Background: an optimization exercise with open tools, aiming at small area and few clock cycles. Do not read the settings as production practice.
At most, simulation tests tie the RTL to the original design; equivalence was not proved.
Power figures rest on the tool's default switching activity, not on a simulated workload.

Design led_pattern_sequencer, start of the top module:
module led_pattern_sequencer
(
    input  logic        i_clk,
    input  logic        i_rst_n,
    input  logic        i_cfg_we,
    input  logic [2:0]  i_cfg_idx,
    input  logic [31:0] i_cfg_data,
    input  logic        i_in_valid,
    output logic        o_in_stall,
    input  logic [1:0]  i_kind,
    input  logic [31:0] i_now_ms,
    input  logic [3:0]  i_pattern_id,
    output logic        o_out_valid,
    input  logic        i_out_stall,
    output logic [3:0]  o_pixel_index,
    output logic [7:0]  o_red,
    output logic [7:0]  o_green,
    output logic [7:0]  o_blue,
    output logic [7:0]  o_brightness,
    output logic [3:0]  o_pattern_shown,
    output logic        o_last
);
For scale: ~22,000 sq um of cells after synthesis.
clock: 10.0 ns
lec_check: 0
cap_margin: 20
core_margin: 2
core_utilization: 55
cts_buf_list: sky130_fd_sc_hd__clkbuf_16
cts_cluster_diameter: 80
cts_cluster_size: 20
gpl_timing_driven: 0
slew_margin: 20
standard.sh (not shown) runs the stock make flow with config.mk's settings and CLKGATE_MAP_FILE= SYNTH_SCRIPT=/design/flow/synth_recipe.tcl, a recipe that flattens the netlist after the stock synthesis.
==> flow/flow/run.sh <==
#!/bin/bash
# Own layout flow: the standard flow (standard.sh) with two changes:
#  - synthesis maps the logic with an area-oriented ABC script (flow/abc_speed.script),
#    everything else in synthesis unchanged (same registers, same names);
#  - port buffers use sky130_fd_sc_hd__buf_1 instead of the default buffer cell.
# Every tool writes its full log under orfs/logs/ (ORFS); make's output goes to make_flow.log.
set -euo pipefail
here="$PWD"
rm -rf "$here/scripts_own"
cp -r "$FLOW_HOME/scripts" "$here/scripts_own"
cp "$here/flow/abc_speed.script" "$here/scripts_own/abc_speed.script"
export BUFFER_PORTS_ARGS="-buffer_cell sky130_fd_sc_hd__buf_1"
bash standard.sh "SCRIPTS_DIR=$here/scripts_own" "BUFFER_PORTS_ARGS=$BUFFER_PORTS_ARGS" finish > "$here/make_flow.log" 2>&1
==> flow/flow/abc_speed.script <==
&get -n
&st
&syn2
&dch -f
&nf -a
&st
&syn2
&dch -f
&nf -a
&st
&syn2
&dch -f
&nf -a
&put
buffer -c
topo
stime -c
upsize -c
dnsize -c
The baseline produced a clean layout.
Testbench counts at the start, summed over its fixed seeds: cycles 34,724.
Edit:
==> flow/flow/abc_speed.script (replaced) <==
&get -n
&st
&syn2
&dch -f
&nf -a
&st
&syn2
&dch -f
&nf -a
&st
&syn2
&dch -f
&nf -a
&put
What happened:
- setup slack gets worse by 0.69 ns
- global-route usage is lower by 2.7 points
- worst hold slack degrades by 0.012 ns
- design area came out lower slightly
- die area drops by a few percent
- area after synthesis drops by a few percent
- wire length decreases by roughly a tenth
- maximum frequency decreases by a little under a tenth
- total power fell by a few percent
- combinational power goes down by a few percent
- flip-flop and latch count does not change
Edit:
==> flow/flow/abc_speed.script (replaced) <==
&get -n
&st
&syn2
&dch -f
&nf -a
&st
&syn2
&dch -f
&nf -a
&put
The new run went through all stages and came out clean. Critical path depth does not change. Utilization increases by 0.16 points. Combinational power rises by about 100%. Cell area stays flat. Final cell count is lower by about 1.1%. Synthesized cell count is lower by about 1.3%. Via count went down by 1.7%. Clock skew decreases by 0.0073 ns. Sequential share of layout area is about the same. Worst hold slack improves by 0.027 ns.
Edit:
==> flow/run.sh (new file) <==
#!/bin/bash
# synth_recipe.tcl (not shown) runs the flow's synth.tcl, then flattens the netlist and writes it again
# the make line also repeats each setting of config.mk as NAME=value (left out here)
make -C /OpenROAD-flow-scripts/flow DESIGN_CONFIG=/design/flow/config.mk WORK_HOME=/design/flow/orfs CLKGATE_MAP_FILE= SYNTH_SCRIPT=/design/flow/synth_recipe.tcl finish
removed: flow/flow/run.sh
removed: flow/flow/abc_speed.script
removed: flow/standard.sh
What happened: The new run passed the timing, DRC and antenna checks. Non-clock buffer count went up by 138. Total power went down by a quarter to a third. Maximum frequency hardly moves. Count of clock-buffer cells in the layout went up by 4. Final area went up by roughly a tenth. Wire length went up by a quarter to a third.
Edit:
==> flow/flow/run.sh (new file) <==
#!/bin/bash
# Own layout flow: the standard flow (standard.sh) with two changes:
#  - synthesis maps the logic with an area-oriented ABC script (flow/abc_speed.script),
#    everything else in synthesis unchanged (same registers, same names);
#  - port buffers use sky130_fd_sc_hd__buf_1 instead of the default buffer cell.
# Every tool writes its full log under orfs/logs/ (ORFS); make's output goes to make_flow.log.
set -euo pipefail
here="$PWD"
rm -rf "$here/scripts_own"
cp -r "$FLOW_HOME/scripts" "$here/scripts_own"
cp "$here/flow/abc_speed.script" "$here/scripts_own/abc_speed.script"
export BUFFER_PORTS_ARGS="-buffer_cell sky130_fd_sc_hd__buf_1"
bash standard.sh "SCRIPTS_DIR=$here/scripts_own" "BUFFER_PORTS_ARGS=$BUFFER_PORTS_ARGS" finish > "$here/make_flow.log" 2>&1
==> flow/flow/abc_speed.script (new file) <==
&get -n
&fraig -x
&st
&syn2
&dch -f
&nf -a
&st
&syn2
&dch -f
&nf -a
&st
&syn2
&dch -f
&nf -a
&put
==> flow/standard.sh (new file) <==
#!/bin/bash
# synth_recipe.tcl (not shown) runs the flow's synth.tcl, then flattens the netlist and writes it again
# the make line also repeats each setting of config.mk as NAME=value (left out here)
make -C /OpenROAD-flow-scripts/flow DESIGN_CONFIG=/design/flow/config.mk WORK_HOME=/design/flow/orfs CLKGATE_MAP_FILE= SYNTH_SCRIPT=/design/flow/synth_recipe.tcl "${@:-finish}"
removed: flow/run.sh
Final area drops by roughly a tenth.
Non-clock buffer count is lower by 137.
Worst setup slack is better by 0.14 ns.
Flip-flop and latch count is unchanged.
Final cell count came out lower by a little under a tenth.
Routed wire length is lower by about a fifth.
Global-route usage is lower by 2.9 points.
Register-to-register slack is better by 0.49 ns.
Critical path depth is lower by 2.
Edit:
--- a/flow/config.mk
+++ b/flow/config.mk
@@ -10 +10 @@
-export CORE_UTILIZATION = 55
+export CORE_UTILIZATION = 70
=>
- synthesized area stays the same
- setup slack is worse by 0.16 ns
- final area is lower by about 1.8%
- clock-buffer cell count is lower by 5
- worst hold slack is better by 0.0073 ns
- final cell count is lower by about 4%
- first-iteration DRC count is higher by 46%
- synthesized cell count stays the same
- wire length is higher by 2.0%
- register-to-register slack is worse by 0.24 ns


== v37 ==
led_pattern_sequencer, a different RTL version from the one above (not shown whole).
Size: about 2700 cells after synthesis, ~290 flip-flops.
make LEC_CHECK=0 CAP_MARGIN=20 CORE_MARGIN=2 CORE_UTILIZATION=40 CTS_BUF_LIST='sky130_fd_sc_hd__clkbuf_4 sky130_fd_sc_hd__clkbuf_8' GPL_TIMING_DRIVEN=0 SLEW_MARGIN=20 finish   # period 10.0 ns
run.sh (not shown) runs the stock make flow with config.mk's settings and CLKGATE_MAP_FILE= SYNTH_SCRIPT=/design/flow/synth_recipe.tcl, a recipe that flattens the netlist after the stock synthesis.
Stock flow here: none of the scripts above is used.
v37 finished every step from synthesis to the final layout, and the layout passed the timing, DRC and antenna checks.
For v28, these inputs were changed with respect to v37:
- GPL_TIMING_DRIVEN: 0 -> unset
## What came out
v28 vs v37: total placed instance area up slightly
Power consumed by the clock network in v28 is about 7% below v37.
The first element of the critical path comes out i_kind[1] in one run and i_kind[0] in the other, namely in v37 and v28 respectively.
Comparing v37 with v28, the number of max-cap violations came out essentially unchanged.
Between v37 and v28, the final instance area figures differ only marginally.
On v28: aggregate routed wire length is 8.3% lower than what v37 gave.
Against v37 as the reference, v28 delivers a higher share of layout cells above drive strength 1.
In v28 relative to v37, highest clock rate had gone up slightly.
A cell type of the slowest stage on the worst timing path of sky130_fd_sc_hd__a2111oi_4 is what v28 shows, while sky130_fd_sc_hd__fa_1 belongs to v37.
Function was not checked in any run of this note: the RTL went through the layout flow alone.

port drivers added, routing unchanged:
In the flow no input, the clock included, has a driving cell. The finished layouts below were timed again as built, in two steps.
Step 1: set_driving_cell puts a clkbuf_16 on i_clk and a buf_2 on each other input, an assumption about the parent block.
Step 2 also shifts input and output timing later by t, the mid clock arrival at the registers, as if the neighbouring blocks saw the same clock.
Three values: no drivers, after step 1, after step 2; two values: the first two.
run	t, ns	setup slack, ns	worst slew at a driven data input, ns	cell pins on the clock port's net
the first run of note 1	0.615	1.237 / 1.237 / 1.237	0.10	1
the second run of note 1	0.611	0.543 / 0.487 / 0.938	0.10	1
the third run of note 1	0.609	0.621 / 0.567 / 0.825	0.06	1
the fourth run of note 1	0.635	0.620 / 0.559 / 0.923	0.05	1
the fifth run of note 1	0.628	0.758 / 0.701 / 0.917	0.10	1
the sixth run of note 1	0.579	0.598 / 0.540 / 0.828	0.09	1
v37	0.714	0.142 / 0.100 / 0.100	0.08	1
v28	0.730	0.185 / 0.160 / 0.160	0.11	1
After both steps setup and hold are still met in every run listed. The setup slack of v37, which loses most, moves by -0.042 ns with the drivers and by -0.042 ns with both steps.
